Context: an optimization exercise on an open-source flow, tuned for small area, a short achievable clock period and few clock cycles. The choices shown serve that exercise and are no tape-out recipe.
Only simulation tests tie the RTL to the original design; equivalence was not proved.
Power is estimated from default activity; no workload was simulated.

==> job 3446 <==
Design ls1u_subsys, start of the top module:
module ls1u_subsys (
    input  logic                         clk,
    input  logic                         WAIT,
    input  logic                         int_req,
    input  logic [ls1u_pkg::ADDR_W-1:0]  ivec_addr,
    output logic                         in_isr,
    output logic [ls1u_pkg::ADDR_W-1:0]  iaddr,
    output logic [ls1u_pkg::ADDR_W-1:0]  iaddr_next,
    input  logic [ls1u_pkg::INSTR_W-1:0] instr,
    output logic                         st_valid,
    output logic [ls1u_pkg::ADDR_W-1:0]  st_addr,
    output logic [ls1u_pkg::DATA_W-1:0]  st_data
);
Settings: LEC_CHECK=0, CAP_MARGIN=20, CORE_MARGIN=2, CORE_UTILIZATION=50, SETUP_SLACK_MARGIN=4, SLEW_MARGIN=20, SYNTH_HIERARCHICAL=1; clock period 10.0 ns.
run.sh (not shown) runs the stock make flow with config.mk's settings and CLKGATE_MAP_FILE= SYNTH_SCRIPT=/design/flow/synth_recipe.tcl, a recipe that flattens the netlist after the stock synthesis.
==> inputs of job 5367, as changes to job 3446 <==
--- a/flow/design.v
+++ b/flow/design.v
@@ -158,17 +158,15 @@
     logic [DATA_W-1:0] ret0, ret1, ret2;         
     logic [DATA_W-1:0] rta0, rta1, rta2;         
     logic [DATA_W-1:0] xreg, wb, ld_data;
     logic [DATA_W-1:0] a0_new, a1_new, a2_new;
     logic              advance, take_int, reg_we, slow, jwait, jflag;
     logic              jmp, ret_sel;
     logic [DATA_W-1:0] alu_f;
-    logic [DATA_W-1:0] alu_x, alu_y, alu_h;
-    logic [DATA_W:0]   alu_c;
-    logic              alu_co, alu_eq;
+    logic              alu_c1, alu_co, eq_lo, eq_hi, alu_eq;
     assign funct    = ls1u_pkg::funct_e'(instr[15:11]);
     assign jcond    = ls1u_pkg::jcond_e'(instr[10:8]);
     assign dst      = ls1u_pkg::dst_e'(instr[10:8]);
     assign imm      = instr[7:0];
     assign xreg_sel = instr[2:0];
     always_comb
     begin
@@ -193,29 +191,39 @@
     assign xreg_en = (funct == FN_TOX);
     assign jmp_en  = (funct == FN_JMP);
     assign reg_en  = (wb_src != SRC_NONE) && !xreg_en;
     assign slow     = jmp_en && (jcond == JC_NEQ || jcond == JC_NC) && !jwait;
     assign advance  = !slow;
     assign reg_we   = advance & reg_en;
     assign take_int = advance & int_req & ~in_isr;
-    always_comb
-    begin
-        for (int i = 0; i < DATA_W; i++)
-        begin
-            alu_x[i] = a[i] | (b[i] ? instr[4] : instr[5]);
-            alu_y[i] = a[i] & (b[i] ? instr[7] : instr[6]);
-        end
-        alu_h = alu_x ^ alu_y;
-        alu_c[0] = instr[2];
-        for (int i = 0; i < DATA_W; i++)
-            alu_c[i + 1] = (alu_x[i] & alu_y[i]) | (alu_h[i] & alu_c[i]);
-        alu_f  = alu_h ^ (alu_c[DATA_W-1:0] | {DATA_W{instr[3]}});
-        alu_co = alu_c[DATA_W];
-    end
-    assign alu_eq = &alu_f;
+    alu_slice_181 u_alu_lo (
+        .a    (a[3:0]),
+        .b    (b[3:0]),
+        .s    (instr[7:4]),
+        .m    (instr[3]),
+        .cin  (instr[2]),
+        .f    (alu_f[3:0]),
+        .cout (alu_c1),
+        .eqv  (eq_lo),
+        .g    (),
+        .p    ()
+    );
+    alu_slice_181 u_alu_hi (
+        .a    (a[7:4]),
+        .b    (b[7:4]),
+        .s    (instr[7:4]),
+        .m    (instr[3]),
+        .cin  (alu_c1),                          
+        .f    (alu_f[7:4]),
+        .cout (alu_co),
+        .eqv  (eq_hi),
+        .g    (),
+        .p    ()
+    );
+    assign alu_eq = eq_lo & eq_hi;
     always_ff @(posedge clk or posedge WAIT)
     begin
         if (WAIT)
             jwait <= 1'b0;
         else
             jwait <= slow;
     end
@@ -370,96 +378,29 @@
         end
     end
     assign iaddr      = pc;
     assign iaddr_next = pc_next;
 endmodule
 `timescale 1ns/100ps
 import ls1u_pkg::*;
-module ram_bit_next (
-    input  logic q,
-    input  logic d,
-    input  logic w,
-    input  logic h,
-    output logic y
-);
-    assign y = (w & d) | (h & q);
-endmodule
-module ram_rd3 (
-    input  logic s0, d0,
-    input  logic s1, d1,
-    input  logic s2, d2,
-    output logic y_n
-);
-    assign y_n = ~((s0 & d0) | (s1 & d1) | (s2 & d2));
-endmodule
-module ram_rd2 (
-    input  logic s0, d0,
-    input  logic s1, d1,
-    output logic y_n
-);
-    assign y_n = ~((s0 & d0) | (s1 & d1));
-endmodule
 module data_ram (
     input  logic              clk,
     input  logic              we,
     input  logic [RAM_AW-1:0] waddr,
     input  logic [DATA_W-1:0] wdata,
     input  logic [RAM_AW-1:0] raddr,
     output logic [DATA_W-1:0] rdata
 );
-    localparam int N3 = (RAM_DEPTH - 4) / 3;     
-    localparam int NL = N3 + 2;                  
-    logic [RAM_DEPTH-1:0] wsel, hold, rsel;
-    always_comb
+    logic [DATA_W-1:0] mem [RAM_DEPTH];
+    always_ff @(posedge clk)
     begin
-        for (int i = 0; i < RAM_DEPTH; i++)
-        begin
-            wsel[i] = we && (waddr == RAM_AW'(i));
-            rsel[i] = (raddr == RAM_AW'(i));
-        end
-    end
-    assign hold = ~wsel;
-    for (genvar i = 0; i < RAM_DEPTH; i++)
-    begin : g_word
-        logic [DATA_W-1:0] q, d;
-        for (genvar j = 0; j < DATA_W; j++)
-        begin : g_bit
-            ram_bit_next u_next (
-                .q (q[j]),
-                .d (wdata[j]),
-                .w (wsel[i]),
-                .h (hold[i]),
-                .y (d[j])
-            );
-        end
-        always_ff @(posedge clk)
-            q <= d;
-    end
-    for (genvar j = 0; j < DATA_W; j++)
-    begin : g_rd
-        logic [NL-1:0] leaf_n;
-        for (genvar k = 0; k < N3; k++)
-        begin : g_l3
-            ram_rd3 u_rd (
-                .s0  (rsel[3*k]),     .d0 (g_word[3*k].q[j]),
-                .s1  (rsel[3*k + 1]), .d1 (g_word[3*k + 1].q[j]),
-                .s2  (rsel[3*k + 2]), .d2 (g_word[3*k + 2].q[j]),
-                .y_n (leaf_n[k])
-            );
-        end
-        for (genvar k = 0; k < 2; k++)
-        begin : g_l2
-            ram_rd2 u_rd (
-                .s0  (rsel[3*N3 + 2*k]),     .d0 (g_word[3*N3 + 2*k].q[j]),
-                .s1  (rsel[3*N3 + 2*k + 1]), .d1 (g_word[3*N3 + 2*k + 1].q[j]),
-                .y_n (leaf_n[N3 + k])
-            );
-        end
-        assign rdata[j] = ~&leaf_n;
+        if (we)
+            mem[waddr] <= wdata;
     end
+    assign rdata = mem[raddr];
 endmodule
 `timescale 1ns/100ps
 import ls1u_pkg::*;
 module ls1u_subsys (
     input  logic                         clk,
     input  logic                         WAIT,
     input  logic                         int_req,
--- a/flow/config.mk
+++ b/flow/config.mk
@@ -6,8 +6,7 @@
 export NUM_CORES = 4
 export LEC_CHECK = 0
 export CAP_MARGIN = 20
 export CORE_MARGIN = 2
 export CORE_UTILIZATION = 50
 export SETUP_SLACK_MARGIN = 4
 export SLEW_MARGIN = 20
-export SYNTH_HIERARCHICAL = 1
==> results.txt <==
proportion of power drawn by the clock network=45.4%; multi-input gate count=4491; Fillers=13425; DR pass1 iterations=13; commonest non-fill, non-tap cells in the layout=2051 x a22o_1, 2049 x dfxtp_1, 672 x a222oi_1; largest register by flop count=u_ram.g_word.q; crit path to=u_core.rta0[5]$_DFFE_PP_; Seq/total area=48.6%; outcome=timing/DRC/antenna clean; met3 Use GR=10.1%
(the above is from job 3446)
==> results.txt <==
outcome=timing/DRC/antenna clean; commonest non-fill, non-tap cells in the layout=2184 x edfxtp_1, 461 x mux4_2, 369 x nor2_1; Seq/total area=64.7%; multi-input gate count=2449; crit path to=iaddr_next[7]; DR pass1 iterations=8; Fillers=13781; largest register by flop count=u_ram.mem
(the above is from job 5367)
Testbench counts of job 3446, summed over its fixed seeds: cycles 7,711.
Testbench counts of job 5367, summed over its fixed seeds: cycles 7,711.

==> inputs of trial 46 <==
Another version of the RTL of ls1u_subsys (not shown whole).
export LEC_CHECK = 0
export CAP_MARGIN = 20
export CORE_MARGIN = 2
export CORE_UTILIZATION = 50
export CTS_BUF_LIST = sky130_fd_sc_hd__clkbuf_16
export CTS_CLUSTER_DIAMETER = 75
export CTS_CLUSTER_SIZE = 30
export SETUP_SLACK_MARGIN = 5
export SLEW_MARGIN = 20
export SYNTH_HIERARCHICAL = 1
export TNS_END_PERCENT = 0
create_clock -name core_clock -period 10.0 [get_ports {clk}]
==> build 33: changes against trial 46 <==
==> flow/flow/run.sh (new file) <==
#!/bin/bash
set -euo pipefail
export CTS_ARGS="-sink_clustering_enable -repair_clock_nets -sink_clustering_size 30 -sink_clustering_max_diameter 75 -buf_list sky130_fd_sc_hd__clkbuf_16 -dont_use_dummy_load"
bash standard.sh finish > standard_flow.log 2>&1
==> flow/standard.sh (new file) <==
#!/bin/bash
# synth_recipe.tcl (not shown) runs the flow's synth.tcl, then flattens the netlist and writes it again
# the make line also repeats each setting of config.mk as NAME=value (left out here)
make -C /OpenROAD-flow-scripts/flow DESIGN_CONFIG=/design/flow/config.mk WORK_HOME=/design/flow/orfs CLKGATE_MAP_FILE= SYNTH_SCRIPT=/design/flow/synth_recipe.tcl "${@:-finish}"
--- a/flow/config.mk
+++ b/flow/config.mk
@@ -15,3 +15,2 @@
 export SLEW_MARGIN = 20
 export SYNTH_HIERARCHICAL = 1
-export TNS_END_PERCENT = 0
removed: flow/run.sh
==> build 93: changes against trial 46 <==
--- a/flow/config.mk
+++ b/flow/config.mk
@@ -6,5 +6,5 @@
 export NUM_CORES = 4
 export LEC_CHECK = 0
-export CAP_MARGIN = 20
+export CAP_MARGIN = 10
 export CORE_MARGIN = 2
 export CORE_UTILIZATION = 50
@@ -13,5 +13,4 @@
 export CTS_CLUSTER_SIZE = 30
 export SETUP_SLACK_MARGIN = 5
-export SLEW_MARGIN = 20
+export SLEW_MARGIN = 10
 export SYNTH_HIERARCHICAL = 1
-export TNS_END_PERCENT = 0
==> trial 80: changes against trial 46 <==
--- a/flow/config.mk
+++ b/flow/config.mk
@@ -15,3 +15,2 @@
 export SLEW_MARGIN = 20
 export SYNTH_HIERARCHICAL = 1
-export TNS_END_PERCENT = 0
==> comparison <==
Utilization: build 93 is lower than trial 80 (0.49 points). Trial 46 passed the timing, DRC and antenna checks. Trial 80 completed with no timing, DRC or antenna violations. Build 93 finished clean. Build 33 completed with no timing, DRC or antenna violations. Between trial 80 and build 93, the lower total power is in build 93 (gap about 1.5%, measured against build 93). Against build 93, the sequential share of layout area of trial 46 is higher by 0.76 points. First-iteration DRC count, highest first: trial 80, build 33, build 93, trial 46.
Testbench counts of trial 46, summed over its fixed seeds: cycles 7,711.
Testbench counts of build 33, summed over its fixed seeds: cycles 7,711.
Testbench counts of build 93, summed over its fixed seeds: cycles 7,711.
Testbench counts of trial 80, summed over its fixed seeds: cycles 7,711.

-- static timing again, ports no longer ideal --
In the flow no input, the clock included, has a driving cell. The finished layouts below were timed again as built, in two steps.
Step 1 assumes that a clkbuf_16 drives the clock port and a buf_2 every other input.
Step 2 moves the port delays by t, midway between the first and last clock arrival at a register: inputs arrive t later, outputs are due t later. That takes back most of the time a late clock gives input paths.
a / b / c = ideal / step 1 / step 2; a / b = the first two.
run	t (ns)	setup slack, ns	worst data-port slew with drivers (ns)	cell pins on the clock port's net
job 3446	0.958	3.841 / 3.841 / 3.841	0.10	1
job 5367	0.948	3.969 / 3.919 / 3.372	0.07	1
trial 46	0.873	4.240 / 4.240 / 3.514	0.08	1
build 33	0.862	4.446 / 4.413 / 4.413	0.06	1
build 93	0.883	4.487 / 4.402 / 4.408	0.06	1
trial 80	0.889	4.534 / 4.498 / 4.426	0.07	1
After both steps setup and hold are still met in every run listed. The setup slack of trial 46, which loses most, moves by 0.000 ns with the drivers and by -0.726 ns with both steps.
